Source: an optimization exercise on an open RTL-to-GDS flow (aim: small area, a short achievable clock period and few clock cycles). Production flows keep margins and buffers that such runs may drop.
At most, simulation tests tie the RTL to the original design; equivalence was not proved.
Power figures rest on the tool's default switching activity, not on a simulated workload.

## before
==> module axi_bram2axis, before the edit <==
module axi_bram2axis #(
  parameter int AXI_DATA_WIDTH      = 512,
  parameter int AXI_XFER_SIZE_WIDTH = 32,
  parameter int BRAM_ADDR_WIDTH     = 32,
  parameter int BRAM_DATA_WIDTH     = 512,
  parameter int BRAM_DELAY          = 2,
  parameter int FIFO_DEPTH          = BRAM_DELAY + 2
) (
  input  logic                           clk,
  input  logic                           rst,
  input  logic                           i_bs2a_start,
  output logic                           o_bs2a_done,
  input  logic [AXI_XFER_SIZE_WIDTH-1:0] i_bs2a_data_size_bytes,
  output logic                           o_bs2a_rden,
  output logic [BRAM_ADDR_WIDTH-1:0]     o_bs2a_rdaddr,
  input  logic [BRAM_DATA_WIDTH-1:0]     i_bs2a_rddata,
  output logic                           m_axis_tvalid,
  input  logic                           m_axis_tready,
  output logic [AXI_DATA_WIDTH-1:0]      m_axis_tdata,
  output logic                           m_axis_tlast
);
  localparam int NW = AXI_XFER_SIZE_WIDTH - 6;
  localparam int GW = 4;
  localparam int NG = (NW + GW - 1) / GW;
  logic          done_q;    
  logic          rden_q;    
  logic          vld_q;     
  logic          last_q;    
  logic [NG-1:0] en_q;      
  logic [NW-1:0] w_q;       
  logic [NW-1:0] rem_q;     
  logic [NW-1:0] n_in, nxt, rem_dec, addr;
  logic          go, acc, vld_d, last_d, en_d;
  assign n_in = i_bs2a_data_size_bytes[AXI_XFER_SIZE_WIDTH-1:6];
  assign go   = i_bs2a_start && (n_in != '0);
  assign acc  = vld_q && m_axis_tready;
  assign vld_d  = rden_q && !done_q && !acc;
  assign last_d = vld_q ? last_q : (rem_q == NW'(1));
  assign en_d   = vld_d && !last_d;
  always_comb begin
    for (int i = 0; i < NW; i++) begin
      logic [NW-1:0] lo, glo;
      lo         = (NW'(1) << i) - NW'(1);
      glo        = lo & ~((NW'(1) << (i / GW * GW)) - NW'(1));
      nxt[i]     = (en_q[i / GW] && &(w_q | ~glo)) ? ~w_q[i]   : w_q[i];
      rem_dec[i] = (&(~rem_q | ~lo))               ? ~rem_q[i] : rem_q[i];
    end
  end
  axi_bram2axis_amux #(.W(NW)) u_amux (
    .sel(m_axis_tready), .a(nxt), .b(w_q), .y(addr)
  );
  assign o_bs2a_rden   = !done_q;
  assign o_bs2a_rdaddr = BRAM_ADDR_WIDTH'(addr);
  assign o_bs2a_done   = done_q;
  assign m_axis_tvalid = vld_q;
  assign m_axis_tdata  = i_bs2a_rddata;
  assign m_axis_tlast  = last_q;
  always_ff @(posedge clk) begin
    if (rst) begin
      done_q <= 1'b1;
      rden_q <= 1'b0;
      vld_q  <= 1'b0;
      en_q   <= '0;
    end else begin
      rden_q <= o_bs2a_rden;
      vld_q  <= vld_d;
      for (int g = 0; g < NG; g++)
        en_q[g] <= en_d && &(w_q | ~((NW'(1) << (g * GW)) - NW'(1)));
      if (done_q) begin
        if (go) done_q <= 1'b0;
      end else if (acc && last_q) begin
        done_q <= 1'b1;
      end
    end
  end
  always_ff @(posedge clk) begin
    if (rst || done_q) w_q <= '0;
    else if (acc)      w_q <= nxt;
  end
  always_ff @(posedge clk) begin
    if (done_q)                rem_q <= n_in;
    else if (!vld_q && rden_q) rem_q <= rem_dec;
    last_q <= last_d;
  end
endmodule
clock: 5.0 ns
lec_check: 0
cap_margin: 20
core_area: 5 5 385 385
cts_buf_list: sky130_fd_sc_hd__clkbuf_8
cts_cluster_diameter: 100
cts_cluster_size: 50
die_area: 0 0 390 390
setup_slack_margin: 2.2
slew_margin: 20
synth_hierarchical: 1
synth_minimum_keep_size: 0
standard.sh (not shown) runs the stock make flow with config.mk's settings and CLKGATE_MAP_FILE= SYNTH_SCRIPT=/design/flow/synth_recipe.tcl, a recipe that flattens the netlist after the stock synthesis.
==> flow/flow/run.sh <==
#!/bin/bash
# The standard layout, with three changes:
# - the port buffers are buf_2 cells instead of the resizer's default (a slow
#   delay cell);
# - the control ports are kept together on one stretch of the bottom edge
#   (flow/pins.tcl), next to the logic between them;
# - after the standard synthesis, the read-address muxes (select m_axis_tready)
#   are rewritten as NAND2 gates (flow/nandmux.py), a faster path from the
#   select to the output with the same function.
set -euo pipefail
export BUFFER_PORTS_ARGS="-buffer_cell sky130_fd_sc_hd__buf_2"
export PRE_IO_PLACEMENT_TCL="$PWD/flow/pins.tcl"
R=orfs/results/sky130hd/axi_bram2axis/base
bash standard.sh synth > synth.log 2>&1
python3 flow/nandmux.py "$R/1_2_yosys.v" > nandmux.log 2>&1
rm -f "$R/1_synth.odb" "$R/1_synth.sdc"
bash standard.sh > standard.log 2>&1
Other scripts of this flow, unchanged in this note and not shown: flow/flow/nandmux.py, flow/flow/pins.tcl
Testbench counts of before, summed over its fixed seeds: cycles 13,562.
The following lists how after was set up differently from before:
--- a/flow/design.v
+++ b/flow/design.v
@@ -28,11 +28,11 @@
   input  logic                           m_axis_tready,
   output logic [AXI_DATA_WIDTH-1:0]      m_axis_tdata,
   output logic                           m_axis_tlast
 );
   localparam int NW = AXI_XFER_SIZE_WIDTH - 6;
-  localparam int GW = 4;
+  localparam int GW = 8;
   localparam int NG = (NW + GW - 1) / GW;
   logic          done_q;    
   logic          rden_q;    
   logic          vld_q;     
   logic          last_q;    
### Flow results
after ended with every stage complete and zero timing, DRC or antenna violations. The destination of the critical timing path comes out o_bs2a_rdaddr[23] in one run and o_bs2a_rdaddr[19] in the other, namely in after and before respectively. The clock transition time at the flip-flop clock pins of the worst setup and hold paths reported for after is smaller than that of before by 0.02 ns. Changes observed in after relative to before: number of sequential cells in the layout now smaller; average vias per placed instance now smaller. Run comparison: after standard cell with the maximum stage delay on the critical path dfxtp_4; before standard cell with the maximum stage delay on the critical path buf_6. Diff before -> after: sequential power decreased about 4%; static leakage fell about 3.2%; critical path depth rose 2; count of buffering cells on the critical path with inverters included dropped 2.
Only the layout flow was run in after; the RTL was not checked for function there.

========
RTL: one of the versions met above, not the one the previous note started from.
Size: roughly 950 cells after synthesis.
==> module axi_bram2axis, before the edit <==
module axi_bram2axis #(
  parameter int AXI_DATA_WIDTH      = 512,
  parameter int AXI_XFER_SIZE_WIDTH = 32,
  parameter int BRAM_ADDR_WIDTH     = 32,
  parameter int BRAM_DATA_WIDTH     = 512,
  parameter int BRAM_DELAY          = 2,
  parameter int FIFO_DEPTH          = BRAM_DELAY + 2
) (
  input  logic                           clk,
  input  logic                           rst,
  input  logic                           i_bs2a_start,
  output logic                           o_bs2a_done,
  input  logic [AXI_XFER_SIZE_WIDTH-1:0] i_bs2a_data_size_bytes,
  output logic                           o_bs2a_rden,
  output logic [BRAM_ADDR_WIDTH-1:0]     o_bs2a_rdaddr,
  input  logic [BRAM_DATA_WIDTH-1:0]     i_bs2a_rddata,
  output logic                           m_axis_tvalid,
  input  logic                           m_axis_tready,
  output logic [AXI_DATA_WIDTH-1:0]      m_axis_tdata,
  output logic                           m_axis_tlast
);
  localparam int NW = AXI_XFER_SIZE_WIDTH - 6;
  localparam int GW = 8;
  localparam int NG = (NW + GW - 1) / GW;
  logic          done_q;    
  logic          rden_q;    
  logic          vld_q;     
  logic          last_q;    
  logic [NG-1:0] en_q;      
  logic [NW-1:0] w_q;       
  logic [NW-1:0] rem_q;     
  logic [NW-1:0] n_in, nxt, rem_dec, addr;
  logic          go, acc, vld_d, last_d, en_d;
  assign n_in = i_bs2a_data_size_bytes[AXI_XFER_SIZE_WIDTH-1:6];
  assign go   = i_bs2a_start && (n_in != '0);
  assign acc  = vld_q && m_axis_tready;
  assign vld_d  = rden_q && !done_q && !acc;
  assign last_d = vld_q ? last_q : (rem_q == NW'(1));
  assign en_d   = vld_d && !last_d;
  always_comb begin
    for (int i = 0; i < NW; i++) begin
      logic [NW-1:0] lo, glo;
      lo         = (NW'(1) << i) - NW'(1);
      glo        = lo & ~((NW'(1) << (i / GW * GW)) - NW'(1));
      nxt[i]     = (en_q[i / GW] && &(w_q | ~glo)) ? ~w_q[i]   : w_q[i];
      rem_dec[i] = (&(~rem_q | ~lo))               ? ~rem_q[i] : rem_q[i];
    end
  end
  axi_bram2axis_amux #(.W(NW)) u_amux (
    .sel(m_axis_tready), .a(nxt), .b(w_q), .y(addr)
  );
  assign o_bs2a_rden   = !done_q;
  assign o_bs2a_rdaddr = BRAM_ADDR_WIDTH'(addr);
  assign o_bs2a_done   = done_q;
  assign m_axis_tvalid = vld_q;
  assign m_axis_tdata  = i_bs2a_rddata;
  assign m_axis_tlast  = last_q;
  always_ff @(posedge clk) begin
    if (rst) begin
      done_q <= 1'b1;
      rden_q <= 1'b0;
      vld_q  <= 1'b0;
      en_q   <= '0;
    end else begin
      rden_q <= o_bs2a_rden;
      vld_q  <= vld_d;
      for (int g = 0; g < NG; g++)
        en_q[g] <= en_d && &(w_q | ~((NW'(1) << (g * GW)) - NW'(1)));
      if (done_q) begin
        if (go) done_q <= 1'b0;
      end else if (acc && last_q) begin
        done_q <= 1'b1;
      end
    end
  end
  always_ff @(posedge clk) begin
    if (rst || done_q) w_q <= '0;
    else if (acc)      w_q <= nxt;
  end
  always_ff @(posedge clk) begin
    if (done_q)                rem_q <= n_in;
    else if (!vld_q && rden_q) rem_q <= rem_dec;
    last_q <= last_d;
  end
endmodule
clock: 5.0 ns
lec_check: 0
cap_margin: 20
core_area: 5 5 385 385
cts_buf_list: sky130_fd_sc_hd__clkbuf_8
cts_cluster_diameter: 100
cts_cluster_size: 50
die_area: 0 0 390 390
setup_slack_margin: 2.4
slew_margin: 20
synth_hierarchical: 1
synth_minimum_keep_size: 0
==> flow/flow/nandmux.py <==
#!/usr/bin/env python3
"""Rewrite each 2:1 mux cell that drives a read-address output in the synthesized
netlist as three NAND2 cells and a shared inverter on the select:
    X = S ? A1 : A0  ->  X = nand(nand(S, A1), nand(~S, A0))
The function is unchanged; the path from the select to the output gets
shorter than through the mux cell. Usage: nandmux.py NETLIST (rewritten in place)."""
import re
import sys

path = sys.argv[1]
text = open(path).read()
inst = re.compile(
    r"^(\s*)sky130_fd_sc_hd__mux2_\d+\s+(\S+)\s*\(\s*"
    r"\.A0\(([^()]*)\),\s*\.A1\(([^()]*)\),\s*\.S\(([^()]*)\),\s*\.X\((o_bs2a_rdaddr\[\d+\])\)\s*\);",
    re.M,
)
sel_inv = {}
wires = []
count = 0


def net(g):
    """A net name as written in a port connection; an escaped name keeps the
    space that ends it."""
    g = g.strip()
    return g + " " if g.startswith("\\") else g


def rewrite(m):
    global count
    ind, name, a0, a1, s, x = (net(g) if i else g for i, g in enumerate(m.groups()))
    key = s
    if key not in sel_inv:
        k = len(sel_inv)
        sel_inv[key] = f"nandmux_seln_{k}"
        wires.append(sel_inv[key])
        inv = f"{ind}sky130_fd_sc_hd__inv_2 nandmux_inv_{k} (\n{ind}  .A({s}),\n{ind}  .Y({sel_inv[key]})\n{ind});\n"
    else:
        inv = ""
    sn = sel_inv[key]
    n1, n0 = f"nandmux_{count}_n1", f"nandmux_{count}_n0"
    wires.extend([n1, n0])
    out = (
        inv
        + f"{ind}sky130_fd_sc_hd__nand2_1 nandmux_{count}_g1 (\n{ind}  .A({s}),\n{ind}  .B({a1}),\n{ind}  .Y({n1})\n{ind});\n"
        + f"{ind}sky130_fd_sc_hd__nand2_1 nandmux_{count}_g0 (\n{ind}  .A({sn}),\n{ind}  .B({a0}),\n{ind}  .Y({n0})\n{ind});\n"
        + f"{ind}sky130_fd_sc_hd__nand2_1 nandmux_{count}_go (\n{ind}  .A({n1}),\n{ind}  .B({n0}),\n{ind}  .Y({x})\n{ind});"
    )
    count += 1
    return out


text = inst.sub(rewrite, text)
if count:
    decl = "".join(f"  wire {w};\n" for w in wires)
    # declare the new wires right after the module header
    head = re.search(r"^module\s+axi_bram2axis\s*\([^;]*\);\n", text, re.M)
    text = text[: head.end()] + decl + text[head.end():]
open(path, "w").write(text)
print(f"rewrote {count} muxes, {len(sel_inv)} select inverters")
==> flow/flow/pins.tcl <==
# Keep the control ports on one stretch of the bottom edge.
set_io_pin_constraint -region bottom:145-245 -pin_names [get_ports {
  clk rst i_bs2a_start i_bs2a_data_size_bytes* o_bs2a_done o_bs2a_rden
  o_bs2a_rdaddr* m_axis_tvalid m_axis_tready m_axis_tlast}]
Scripts as last shown in full above: flow/flow/run.sh
Change:
--- a/flow/design.v
+++ b/flow/design.v
@@ -28,34 +28,28 @@
   input  logic                           m_axis_tready,
   output logic [AXI_DATA_WIDTH-1:0]      m_axis_tdata,
   output logic                           m_axis_tlast
 );
   localparam int NW = AXI_XFER_SIZE_WIDTH - 6;
-  localparam int GW = 8;
-  localparam int NG = (NW + GW - 1) / GW;
   logic          done_q;    
   logic          rden_q;    
   logic          vld_q;     
   logic          last_q;    
-  logic [NG-1:0] en_q;      
   logic [NW-1:0] w_q;       
   logic [NW-1:0] rem_q;     
   logic [NW-1:0] n_in, nxt, rem_dec, addr;
-  logic          go, acc, vld_d, last_d, en_d;
+  logic          go, acc, en;
   assign n_in = i_bs2a_data_size_bytes[AXI_XFER_SIZE_WIDTH-1:6];
   assign go   = i_bs2a_start && (n_in != '0);
   assign acc  = vld_q && m_axis_tready;
-  assign vld_d  = rden_q && !done_q && !acc;
-  assign last_d = vld_q ? last_q : (rem_q == NW'(1));
-  assign en_d   = vld_d && !last_d;
+  assign en   = vld_q && !last_q;
   always_comb begin
     for (int i = 0; i < NW; i++) begin
-      logic [NW-1:0] lo, glo;
+      logic [NW-1:0] lo;
       lo         = (NW'(1) << i) - NW'(1);
-      glo        = lo & ~((NW'(1) << (i / GW * GW)) - NW'(1));
-      nxt[i]     = (en_q[i / GW] && &(w_q | ~glo)) ? ~w_q[i]   : w_q[i];
-      rem_dec[i] = (&(~rem_q | ~lo))               ? ~rem_q[i] : rem_q[i];
+      nxt[i]     = (en && &(w_q | ~lo)) ? ~w_q[i]   : w_q[i];
+      rem_dec[i] = (&(~rem_q | ~lo))    ? ~rem_q[i] : rem_q[i];
     end
   end
   axi_bram2axis_amux #(.W(NW)) u_amux (
     .sel(m_axis_tready), .a(nxt), .b(w_q), .y(addr)
   );
@@ -68,16 +62,13 @@
   always_ff @(posedge clk) begin
     if (rst) begin
       done_q <= 1'b1;
       rden_q <= 1'b0;
       vld_q  <= 1'b0;
-      en_q   <= '0;
     end else begin
       rden_q <= o_bs2a_rden;
-      vld_q  <= vld_d;
-      for (int g = 0; g < NG; g++)
-        en_q[g] <= en_d && &(w_q | ~((NW'(1) << (g * GW)) - NW'(1)));
+      vld_q  <= rden_q && !done_q && !acc;
       if (done_q) begin
         if (go) done_q <= 1'b0;
       end else if (acc && last_q) begin
         done_q <= 1'b1;
       end
@@ -88,8 +79,8 @@
     else if (acc)      w_q <= nxt;
   end
   always_ff @(posedge clk) begin
     if (done_q)                rem_q <= n_in;
     else if (!vld_q && rden_q) rem_q <= rem_dec;
-    last_q <= last_d;
+    if (!vld_q) last_q <= (rem_q == NW'(1));
   end
 endmodule
The changed run completed with no timing, DRC or antenna violations.
Total power shrinks by about 13%.
Final area grows by 6.4%.
Die area stays the same.
Setup slack loses 0.50 ns.
Clock-buffer cell count shrinks by 5.
First-iteration DRC count grows by about 60%.
Sequential share of layout area shrinks by 2.3 points.
Sequential power shrinks by about 6.6%.
Maximum frequency shrinks by 16%.
Global-route usage grows by 0.42 points.
Routed wire length grows by 5.7%.
Area after synthesis grows by 1.0%.
Clock skew barely changes.
Synthesized cell count grows by 3.9%.
Function was not checked in any run of this note: the RTL went through the layout flow alone.

## static timing again, ports no longer ideal
The results above use ideal ports. As a check the final layouts listed here were re-extracted and re-timed, cells and wires unchanged.
Step 1 assumes that a clkbuf_16 drives the clock port and a buf_2 every other input.
Step 2 moves the port delays by t, midway between the first and last clock arrival at a register: inputs arrive t later, outputs are due t later. That takes back most of the time a late clock gives input paths.
a / b / c = ideal / step 1 / step 2; a / b = the first two.
| run | t (ns) | setup slack, ns | latest minus earliest clock arrival (ns) | pins driven straight from the clock port |
|---|---|---|---|---|
| before | 0.372 | 2.256 / 2.214 / 2.214 | 0.014 / 0.014 | 1 |
| after | 0.366 | 2.306 / 2.276 / 2.286 | 0.007 / 0.007 | 1 |
| the first run of note 2 | 0.366 | 2.352 / 2.323 / 2.374 | 0.007 / 0.007 | 1 |
| the second run of note 2 | 0.350 | 1.852 / 1.826 / 2.176 | 0.007 / 0.007 | 1 |
After both steps every run listed still meets setup and hold. The setup slack of before, which loses most, moves by -0.042 ns with the drivers and by -0.042 ns with both steps.
